From an optimization exercise on the open Yosys and OpenROAD flow, aimed at small area, a short achievable clock period and few clock cycles per item; shortcuts taken in it are not production practice. Function was not checked in any run shown here: the RTL went through the layout flow alone. No activity file was given, so power comes from the tool's default toggle rates.

## flow/design.v (module list and top-level ports; edited modules follow where they fit)
// module csa_fa: 9 lines
// module csa_ha: 8 lines
// module binary_neuron: 875 lines
module binary_neuron (
    input  logic                    clk,
    input  logic                    reset,
    input  logic                    in_valid,
    output logic                    in_ready,
    input  logic [320:0]            in_req,
    output logic                    out_valid,
    input  logic                    out_ready,
    output logic [9:0]              out_sum
);
  // ...
==> flow/flow/run.sh <==
#!/bin/bash
# The standard layout (standard.sh: ORFS synthesis to final layout), with
# two changes:
#  - the input and output ports are buffered with the smallest buffer,
#    sky130_fd_sc_hd__buf_1, instead of the cell buffer_ports picks by default
#    (clkdlybuf4s50_1); later repair steps may still resize them;
#  - clock tree synthesis adds no dummy loads to the clock tree.
set -euo pipefail
export BUFFER_PORTS_ARGS="-buffer_cell sky130_fd_sc_hd__buf_1"
export CTS_ARGS="-sink_clustering_enable -repair_clock_nets -buf_list sky130_fd_sc_hd__clkbuf_8 -dont_use_dummy_load"
bash standard.sh > standard_flow.log 2>&1
==> flow/standard.sh <==
#!/bin/bash
# synth_recipe.tcl (not shown) runs the flow's synth.tcl, then flattens the netlist and writes it again
# the make line also repeats each setting of config.mk as NAME=value (left out here)
make -C /OpenROAD-flow-scripts/flow DESIGN_CONFIG=/design/flow/config.mk WORK_HOME=/design/flow/orfs CLKGATE_MAP_FILE= SYNTH_SCRIPT=/design/flow/synth_recipe.tcl "${@:-finish}"
==> flow/config.mk <==
export PLATFORM = sky130hd
export DESIGN_NAME = binary_neuron
export DESIGN_NICKNAME = binary_neuron
export VERILOG_FILES = /design/flow/design.v
export SDC_FILE = /design/flow/constraint.sdc
export NUM_CORES = 4
export LEC_CHECK = 0
export CAP_MARGIN = 20
export CORE_MARGIN = 2
export CORE_UTILIZATION = 40
export CTS_BUF_LIST = sky130_fd_sc_hd__clkbuf_8
export SLEW_MARGIN = 20
export SYNTH_HIERARCHICAL = 1
export SYNTH_MINIMUM_KEEP_SIZE = 0
==> flow/constraint.sdc <==
create_clock -name core_clock -period 6.0 [get_ports {clk}]
set_input_delay 1.2000 -clock core_clock [delete_from_list [all_inputs] [get_ports {clk}]]
set_output_delay 1.2000 -clock core_clock [all_outputs]
set_load 0.01 [all_outputs]
==> metrics.md, run 1 <==
| Metric | Value |
|---|---|
| Post-CTS Setup Bufs | 0 |
| Multi-input combinational area share | 0.6183 |
| Post-Synth XOR/XNOR Area | 0.1453 |
| Worst rel slew slack | 0.6011 |
| Sequential share of cell area | 0.2294 |
| Top-area cell type share of the netlist area | 0.4056 |
| Top_reg_cell synth | dfxtp_1 |
| Global Route met3 Usage | 0.02964 |
| Worst path arrival time | 3510 ps |
| Layout Utilization | 0.4723 |
| Inst Count DP | 1748 |
| Row Count | 63 |
| Post-synthesis mux area share | 0.001669 |
| DRC violations left | 0 |
| Signal buffers | 336 |
| Post-Synth Simple-Gate Area | 0.1330 |
| FF-to-FF End | r2_s479$_DFF_P_ |
| Core region area | 29560 um^2 |
| Max-Cap Viols | 0 |
| Final wirelength | 29970 um |
| Setup Slack @ Placement | 2425 ps |
| Slowest stage cell, crit path | fa_1 |
| Post-route setup slack | 2798 ps |
| Met1 Use GR | 0.2494 |
| Critical Path RT | 6300 ps |
| Post-Layout Cell Count | 1765 |
| Commonest cells in the netlist | fa_1, nor2_1, xnor2_1 |
| First-pass DRT Iterations | 7 |
| Final Skew | 29.85 ps |
| Storage cell area | 3203 um^2 |
| Synth Net Count | 1610 |
| Status | finished clean |
| Vias in the first global route | 8835 |
==> inputs of run 2 (changes only) <==
--- a/flow/design.v
+++ b/flow/design.v
@@ -215,17 +215,17 @@
     wire q3_61 = ~(in_req[76] ^ (~in_req[3] & (in_req[73] | in_req[74] | in_req[75])));
     wire p1_62 = in_req[70] ^ (~in_req[2] & in_req[69]);
     wire p2_62 = in_req[71] ^ (~in_req[2] & (in_req[69] | in_req[70]));
     wire q3_62 = ~(in_req[72] ^ (~in_req[2] & (in_req[69] | in_req[70] | in_req[71])));
     wire p1_63 = in_req[66] ^ (~in_req[1] & in_req[65]);
     wire p2_63 = in_req[67] ^ (~in_req[1] & (in_req[65] | in_req[66]));
     wire q3_63 = ~(in_req[68] ^ (~in_req[1] & (in_req[65] | in_req[66] | in_req[67])));
     logic r1_s57, r1_s59, r1_s61, r1_s135, r1_c58, r1_c60, r1_c62, r1_s137, r1_s139, r1_s141, r1_s143, r1_s145, r1_s147, r1_s149, r1_s229, r1_s231, r1_c138, r1_c140, r1_c142, r1_c144, r1_c146, r1_s233, r1_s235, r1_c148, r1_c150, r1_s237, r1_s239, r1_s241, r1_s243, r1_s245, r1_s247, r1_s249, r1_s341, r1_c234, r1_c236, r1_c238, r1_c240, r1_c242, r1_c244, r1_c246, r1_s343, r1_s345, r1_s347, r1_c248, r1_c250, r1_s349, r1_s351, r1_s353, r1_s355, r1_s357, r1_s359, r1_s361, r1_s405, r1_c344, r1_c346, r1_c348, r1_c350, r1_c352, r1_c354, r1_c356, r1_c358, r1_s407, r1_s409, r1_c360, r1_c362, r1_s411, r1_s413, r1_s415, r1_s417, r1_s419, r1_c404, r1_c406, r1_c408, r1_c410, r1_c412, r1_c414, r1_c416, r1_c418, r1_c420, r1_s453, r1_s455, r1_c454, r1_c456;
-    logic r2_s447, r2_c392, r2_s449, r2_s477, r2_s479, r2_c478, r2_s493, r2_c480, r2_c492, r2_s499, r2_c494, r2_c498, r2_c500, r2_s63, r2_s157, r2_s271, r2_s391, r2_s159;
+    logic r2_s447, r2_c392, r2_s449, r2_c448, r2_s475, r2_c450, r2_s477, r2_s489, r2_c476, r2_s491, r2_c478, r2_c492, r2_s499, r2_c498, r2_c500, r2_g516, r2_s63, r2_g505, r2_g513, r2_g515;
     wire s1 = ~(in_req[317] ^ in_req[313]);
     wire c2 = in_req[317] | in_req[313];
     wire s3, c4;
     csa_fa u_s3 (.a(in_req[309]), .b(in_req[305]), .c(in_req[301]), .s(s3), .co(c4));
     wire s5, c6;
     csa_fa u_s5 (.a(in_req[297]), .b(in_req[293]), .c(in_req[289]), .s(s5), .co(c6));
     wire s7, c8;
     csa_fa u_s7 (.a(in_req[285]), .b(in_req[281]), .c(in_req[277]), .s(s7), .co(c8));
@@ -695,44 +695,69 @@
     csa_fa u_s471 (.a(c434), .b(c436), .c(c438), .s(s471), .co(c472));
     wire s473, c474;
     csa_fa u_s473 (.a(s465), .b(c440), .c(s467), .s(s473), .co(c474));
     wire s475, c476;
     csa_fa u_s475 (.a(c442), .b(s469), .c(c444), .s(s475), .co(c476));
     wire s477, c478;
     csa_fa u_s477 (.a(s471), .b(s473), .c(c446), .s(s477), .co(c478));
     wire s479, c480;
-    csa_fa u_s479 (.a(c448), .b(s475), .c(c450), .s(s479), .co(c480));
+    csa_fa u_s479 (.a(r2_c448), .b(r2_s475), .c(r2_c450), .s(s479), .co(c480));
     wire s481, c482;
-    csa_fa u_s481 (.a(r2_s477), .b(c452), .c(r2_s479), .s(s481), .co(c482));
+    csa_fa u_s481 (.a(r2_s477), .b(c452), .c(s479), .s(s481), .co(c482));
     wire s483 = ~(r1_c454 ^ r1_c456);
     wire c484 = r1_c454 | r1_c456;
     wire s485, c486;
     csa_fa u_s485 (.a(c458), .b(c460), .c(c462), .s(s485), .co(c486));
     wire s487, c488;
     csa_fa u_s487 (.a(s483), .b(c464), .c(c466), .s(s487), .co(c488));
     wire s489, c490;
     csa_fa u_s489 (.a(c468), .b(s485), .c(c470), .s(s489), .co(c490));
     wire s491, c492;
     csa_fa u_s491 (.a(c472), .b(s487), .c(c474), .s(s491), .co(c492));
     wire s493, c494;
-    csa_fa u_s493 (.a(s489), .b(c476), .c(s491), .s(s493), .co(c494));
+    csa_fa u_s493 (.a(r2_s489), .b(r2_c476), .c(r2_s491), .s(s493), .co(c494));
     wire s495, c496;
-    csa_fa u_s495 (.a(r2_c478), .b(r2_s493), .c(r2_c480), .s(s495), .co(c496));
+    csa_fa u_s495 (.a(r2_c478), .b(s493), .c(c480), .s(s495), .co(c496));
     wire s497 = ~(c484 ^ c486);
     wire c498 = c484 | c486;
     wire s499, c500;
     csa_fa u_s499 (.a(c488), .b(s497), .c(c490), .s(s499), .co(c500));
     wire s501, c502;
-    csa_fa u_s501 (.a(r2_c492), .b(r2_s499), .c(r2_c494), .s(s501), .co(c502));
+    csa_fa u_s501 (.a(r2_c492), .b(r2_s499), .c(c494), .s(s501), .co(c502));
     wire s503 = ~(r2_c498 ^ r2_c500);
     wire c504 = r2_c498 | r2_c500;
-    wire [9:0] row_a = {c504, s503, s501, s495, s481, s451, r2_s391, r2_s271, r2_s157, r2_s63};
-    wire [9:0] row_b = {1'b0, c502, c496, c482, 1'b0, 1'b0, 1'b0, 1'b0, r2_s159, 1'b0};
-    wire [9:0] total = row_a + row_b;
+    wire g505 = s157 ^ s159;
+    wire g506 = s157 & s159;
+    wire g507 = s495 ^ c482;
+    wire g508 = s495 & c482;
+    wire g509 = s501 ^ c496;
+    wire g510 = s501 & c496;
+    wire g511 = s503 ^ c502;
+    wire g512 = s503 & c502;
+    wire g513 = s271 ^ g506;
+    wire g514 = s271 & g506;
+    wire g515 = s391 ^ g514;
+    wire g516 = s391 & g514;
+    wire g517 = s451 ^ r2_g516;
+    wire g518 = s451 & r2_g516;
+    wire g519 = s481 ^ g518;
+    wire g520 = s481 & g518;
+    wire g521 = g507 ^ g520;
+    wire g522 = g508 | (g507 & g520);
+    wire g523 = g509 ^ g522;
+    wire g524 = g510 | (g509 & g508);
+    wire g525 = g509 & g507;
+    wire g526 = g524 | (g525 & g520);
+    wire g527 = g511 ^ g526;
+    wire g528 = g512 | (g511 & g510);
+    wire g529 = g511 & g509;
+    wire g530 = g528 | (g529 & g522);
+    wire g531 = c504 ^ g530;
+    wire [9:0] total = {g531, g527, g523, g521, g519, g517, r2_g515, r2_g513, r2_g505, r2_s63};
     logic         accept, pop;
     logic [2:0] pending, pending_next;
     assign accept = in_valid && in_ready;
     assign pop    = out_valid && out_ready;
     always_comb begin
         case ({accept, pop})
             2'b10:   pending_next = {pending[1:0], 1'b1};
             2'b01:   pending_next = {1'b0, pending[2:1]};
@@ -839,56 +864,77 @@
         r1_s455 <= s455;
         r1_c454 <= c454;
         r1_c456 <= c456;
     end
     always_ff @(posedge clk) begin
         r2_s447 <= s447;
         r2_c392 <= c392;
         r2_s449 <= s449;
+        r2_c448 <= c448;
+        r2_s475 <= s475;
+        r2_c450 <= c450;
         r2_s477 <= s477;
-        r2_s479 <= s479;
+        r2_s489 <= s489;
+        r2_c476 <= c476;
+        r2_s491 <= s491;
         r2_c478 <= c478;
-        r2_s493 <= s493;
-        r2_c480 <= c480;
         r2_c492 <= c492;
         r2_s499 <= s499;
-        r2_c494 <= c494;
         r2_c498 <= c498;
         r2_c500 <= c500;
+        r2_g516 <= g516;
         r2_s63 <= s63;
-        r2_s157 <= s157;
-        r2_s271 <= s271;
-        r2_s391 <= s391;
-        r2_s159 <= s159;
+        r2_g505 <= g505;
+        r2_g513 <= g513;
+        r2_g515 <= g515;
     end
-    logic [9:0]      q_data [0:2];
-    logic [2:0]    q_wr, q_rd, q_occ;
+    logic [9:0]      q_data [0:1];
+    logic [1:0]    q_wr, q_rd, q_occ;
+    logic [9:0]      q_head;
+    logic            q_empty;
     logic            result;        
+    logic            head_load;     
+    logic            q_push, q_pull;
     assign result    = stage_valid[2];
-    assign out_valid = q_occ[0];
+    assign q_empty   = !q_occ[0];
+    assign head_load = !out_valid || out_ready;
+    assign q_pull    = head_load && !q_empty;
+    assign q_push    = result && !(head_load && q_empty);
     always_ff @(posedge clk) begin
         if (reset) begin
-            q_wr  <= 3'd1;
-            q_rd  <= 3'd1;
+            q_wr  <= 2'd1;
+            q_rd  <= 2'd1;
             q_occ <= '0;
         end else begin
-            if (result) q_wr <= {q_wr[1:0], q_wr[2]};
-            if (pop) q_rd <= {q_rd[1:0], q_rd[2]};
-            case ({result, pop})
-                2'b10:   q_occ <= {q_occ[1:0], 1'b1};
-                2'b01:   q_occ <= {1'b0, q_occ[2:1]};
+            if (q_push) q_wr <= {q_wr[0:0], q_wr[1]};
+            if (q_pull) q_rd <= {q_rd[0:0], q_rd[1]};
+            case ({q_push, q_pull})
+                2'b10:   q_occ <= {q_occ[0:0], 1'b1};
+                2'b01:   q_occ <= {1'b0, q_occ[1:1]};
                 default: ;
             endcase
         end
     end
     always_ff @(posedge clk) begin
-        for (int i = 0; i < 3; i++) begin
-            if (result && q_wr[i]) q_data[i] <= total;
+        for (int i = 0; i < 2; i++) begin
+            if (q_push && q_wr[i]) q_data[i] <= total;
         end
     end
     always_comb begin
-        out_sum = '0;
-        for (int i = 0; i < 3; i++) begin
-            out_sum = out_sum | (q_data[i] & {10{q_rd[i]}});
+        q_head = '0;
+        for (int i = 0; i < 2; i++) begin
+            q_head = q_head | (q_data[i] & {10{q_rd[i]}});
+        end
+    end
+    always_ff @(posedge clk) begin
+        if (reset) begin
+            out_valid <= 1'b0;
+        end else if (head_load) begin
+            out_valid <= !q_empty || result;
+        end
+    end
+    always_ff @(posedge clk) begin
+        if (head_load) begin
+            out_sum <= q_empty ? total : q_head;
         end
     end
 endmodule
==> flow/flow/run.sh (replaced) <==
#!/bin/bash
# The standard layout (standard.sh: ORFS synthesis to final layout), with
# one change: the input and output ports are buffered with the smallest
# buffer, sky130_fd_sc_hd__buf_1, instead of the cell buffer_ports picks by
# default (clkdlybuf4s50_1).  Later repair steps may still resize them.
set -euo pipefail
export BUFFER_PORTS_ARGS="-buffer_cell sky130_fd_sc_hd__buf_1"
bash standard.sh > standard_flow.log 2>&1
==> run 2 against run 1 <==
Still clean on timing, DRC and antenna. Core utilization increased by 0.60 points. Non-clock buffer count unchanged. Cell count increased by 1.0%. Global-route usage decreased by 0.12 points. Fmax increased by 0.92%. Sequential share of layout area decreased by 0.35 points. Critical path depth unchanged. Critical path type unchanged. Largest power group unchanged.
==> metrics.md, run 2 <==
| Metric | Value |
|---|---|
| Seq cells post-synth | 145 (unchanged) |
| Slew of the pin with the lowest slew margin | 963.7 ps (was 598.3 ps) |
| GRT Resource Usage Total | 0.1995 (was 0.2007) |
| Hold buffer count at CTS | 0 (unchanged) |
| WL per Instance | 16.87 um (was 16.98 um) |
| Worst Hold Class | flop to flop (unchanged) |
| Worst rel slew slack | 0.3552 (was 0.6011) |
| Vias | 8176 (was 8209) |
| Worst path arrival time | 3490 ps (was 3510 ps) |
| Hold path cells | 1 (unchanged) |
| GR peak layer | met2 (unchanged) |
| Clock buffer depth | 2 (unchanged) |
| Cell Area, Placed | 13750 um^2 (was 13730 um^2) |
| Antenna viol nets, final | 0 (unchanged) |
| Met1 Use GR | 0.2380 (was 0.2494) |
| H-Tree Depth | 4 (unchanged) |
| Finished Cell Area | 14180 um^2 (was 13960 um^2) |
| First-pass DRT Iterations | 4 (was 7) |
| Slowest stage cell, crit path | fa_1 (unchanged) |
| Synth Net Count | 1618 (was 1610) |
| Final hold vios | 0 (unchanged) |
| Crit path buffers/inverters | 0 (unchanged) |
| Post-synthesis instance area | 12030 um^2 (was 11990 um^2) |
| DRC violations left | 0 (unchanged) |
| Crit. End Element | flop (unchanged) |
| Die Ht | 177.4 um (was 177.2 um) |
| # fillers | 2837 (was 2797) |
| Final Max Slew Viols | 0 (unchanged) |
| Global route overflow | 0 (unchanged) |
| Ports | 337 (unchanged) |
| Largest cells by area after synthesis | fa_1, dfxtp_1, xnor2_1 (unchanged) |
| Post-synthesis sequential area ratio | 0.2662 (was 0.2671) |
| Initial antenna violation count | 0 (unchanged) |
| Status | finished clean (unchanged) |
| CTS root buffer | clkbuf_8 (unchanged) |
| Core region area | 29640 um^2 (was 29560 um^2) |
| Yosys top cell by area | fa_1 (unchanged) |
| Worst path top cell family by delay | adder cells (unchanged) |
| Cells after Synth | 1030 (was 1026) |
| FF-to-FF path depth | 6 (unchanged) |
| Diodes inserted | 0 (unchanged) |
| Final GP Congestion | 0.8511 (was 0.8892) |
| Max incr delay on CP | 570 ps (was 500 ps) |
| Worst reg2reg setup slack | 2830 ps (was 2800 ps) |
| Crit start category | flop (unchanged) |
| Number of flops mapped to enable cells by yosys | 30 (unchanged) |
| Initial DRC Count | 229 (was 340) |
| Met2 Use GR | 0.3842 (was 0.3675) |
| Global-route wire length before repair | 46600 um (was 46560 um) |
| RSZ-0062 raised after global routing | no (unchanged) |
| Leakage | 5.261 nW (was 5.109 nW) |
| Critical Path RT | 6320 ps (was 6300 ps) |
| Final wirelength | 30080 um (was 29970 um) |
| Largest regs | q_data (20), out_sum (10), pending (3) |
| Final Cycle Share | 0.5288 (was 0.5336) |
| Distinct cell type count after synthesis | 31 (was 27) |
| Port bufs | 336 (unchanged) |
| Share of layout cells above drive strength 1 | 0.02584 (was 0.01455) |
| Final Skew | 10.18 ps (was 29.85 ps) |
| Synth warnings | 8 (unchanged) |
| Die area | 31480 um^2 (was 31390 um^2) |
| Dpl hpwl | 27700 um (was 27420 um) |
| WHS Endpoint | stage_valid[2]$_SDFF_PP0_ (unchanged) |
| # resized after CTS | 0 (unchanged) |
| Cell Chain, Critical Path | fa_1 > fa_1 > fa_1 > fa_1 > fa_1 > ha_1 (was fa_1 > fa_1 > fa_1 > fa_1 > fa_1 > fa_1) |
| Latest clock arrival within the worst-skew pair | 440 ps (about the same) |
| Die Width | 177.4 um (was 177.2 um) |
| Syn-to-layout area delta | 17.83% (was 16.41%) |
| Initial cell density of the core | 0.4059 (was 0.4058) |
| Cell with the most instances after synthesis | fa_1 (unchanged) |
| Num CTS Buffers | 17 (unchanged) |
| CP most frequent cell | fa_1 (unchanged) |
| Final setup TNS | 0 ps (unchanged) |
| Clk slew on worst S/H paths | 80 ps (about the same) |
| Row Count | 63 (unchanged) |
| Avg Cell Area, Syn | 11.68 um^2 (was 11.69 um^2) |
| Top-area cell type share of the netlist area | 0.4060 (was 0.4056) |
| Max-Cap Viols | 0 (unchanged) |
| Final setup vio count | 0 (unchanged) |
| Final #Nets | 1968 (was 1961) |
| Commonest non-fill, non-tap cells in the layout | buf_1, fa_1, nor2_1 (unchanged) |
| DR vias/cell | 4.586 (was 4.651) |
| Largest net degree at the start of global routing | 21 (was 17) |
| WS Path Type | flop to flop (unchanged) |
| Global Route met3 Usage | 0.03192 (was 0.02964) |
| Worst r2r src | r1_c140$_DFF_P_ (was r1_c138$_DFF_P_) |
| Commonest cells in the netlist | fa_1, nor2_1, xnor2_1 (unchanged) |
| Worst Hold Launch | stage_valid[1]$_SDFF_PP0_ (unchanged) |
| Max FFs per register | 20 (was 30) |
| Async SR Flop Fraction | 0 (unchanged) |
| Worst vdd ir | 0.0004876 V (was 0.0005593 V) |
| Commonest non-fill, non-tap cell in the layout | buf_1 (unchanged) |
| CTS Sinks | 145 (unchanged) |
| PwrDens | 562.1 nW/um^2 (was 520.9 nW/um^2) |
| Peak Freq | 315.2 MHz (was 312.3 MHz) |
| Post-CTS Setup Bufs | 0 (unchanged) |
| Crit Path Max Fanout | 1 (unchanged) |
| Largest Register | q_data (unchanged) |
| Top_reg_cell synth | dfxtp_1 (unchanged) |
| FF-to-FF End | r2_g515$_DFF_P_ (was r2_s479$_DFF_P_) |
| Crit path time final | 3173 ps (was 3202 ps) |
| Vias in the first global route | 8780 (was 8835) |
| Clock tree from TritonCTS | built (unchanged) |
[run 2: Yosys stat by module (local to each module, per instance)]
module / cells / flops+latches / copies in the design
csa_fa: 1 / 0 / 243
binary_neuron: 787 / 145 / 1
[run 2: cells by family after synthesis]
group           after synthesis  share of synthesized area
simple gates                355                     0.1331
fa+ha+maj                   263                     0.4257
xor+xnor                    195                     0.1420
flops                       145                     0.2662
buf+inv                      39                    0.01279
compound gates               31                    0.01851
mux                           2                   0.001664
[run 2: area by class of cell]
class                           instances  area (um^2)  area share
Tap cell                              390        488.0     0.03442
Inverter                               34        127.6    0.009002
Clock buffer                           21        289.0     0.02039
Clock inverter                         11        133.9    0.009443
Sequential cell                       145         3203      0.2259
Multi-Input combinational cell        846         8675      0.6119
Timing Repair Buffer                  336         1261     0.08896
[run 2: metrics by stage]
step	std cells	hold slack [ps]	power, W	utilization	worst slack [ps]
floorplan	1030	413.8	0.005441	-	2825
global placement	1751	423.8	0.007115	0.4641	2481
detailed placement	1751	429.6	0.007272	0.4641	2462
CTS	1783	449.4	0.008101	0.4783	2804
global route	1783	475.9	0.008943	0.4783	2719
finish	1783	446.3	0.007970	0.4783	2827
[run 2: routing by layer]
| metal | vias to the layer above | part of all wire |
|---|---|---|
| met1 | 4033 | 0.40 |
| met2 | 182 | 0.56 |
| li1 | 3947 | - |
| met4 | 0 | 0.0055 |
| met5 | - | 0 |
| met3 | 14 | 0.037 |
[run 2: worst max path at each step]
stage | start | to | slack (ps) | depth (start not counted)
floorplan | in_req[234] | r1_s361$_DFF_P_ | 2820 | 6
finish | r1_c140$_DFF_P_ | r2_g515$_DFF_P_ | 2830 | 6
detailed placement | in_req[197] | r1_s361$_DFF_P_ | 2460 | 7
CTS | r1_s229$_DFF_P_ | r2_g515$_DFF_P_ | 2800 | 6
global placement | in_req[197] | r1_s361$_DFF_P_ | 2480 | 7
global route | r1_s229$_DFF_P_ | r2_g515$_DFF_P_ | 2720 | 6
[run 2: worst register-to-register path, delay by kind of cell (launching register included)]
family     cells  cell delay [ps]
fa+ha+maj      6             2700
flops          1              350
[run 2: where the power goes]
part	switching [W]	total [W]	internal, W	leakage (nW)
logic	0.00273	0.00516	0.00244	3.78
registers	0.000299	0.00200	0.00170	1.25
clock network	0.000355	0.000806	0.000452	0.229

[re-timing with driven ports]
No port has a modelled driver above. Below, the same layouts with a new extraction and two added sets of constraints.
Step 1 (the two cells are an assumption about what drives the block):
set clk [get_ports {clk}]
set_driving_cell -lib_cell sky130_fd_sc_hd__clkbuf_16 $clk
set_driving_cell -lib_cell sky130_fd_sc_hd__buf_2 [delete_from_list [all_inputs] $clk]
Step 2 adds t to the input delays and takes it off the output delays; t is the mean of the earliest and latest rising clock arrival at the registers after step 1. Input paths then give back, and output paths get back, about the clock's delay inside the block.
Slacks: ideal / step 1 / step 2; pairs: ideal / step 1.
run | t (ns) | setup WS [ns] | latest minus earliest clock arrival (ns) | worst slew at a driven data input, ns
run 1 | 0.459 | 2.798 / 2.798 / 2.466 | 0.030 / 0.030 | 0.05
run 2 | 0.469 | 2.827 / 2.827 / 2.501 | 0.011 / 0.010 | 0.06
After both steps every run listed still meets setup and hold. For run 1, which loses most, drivers alone change the setup slack by 0.000 ns; drivers and shift together by -0.332 ns.
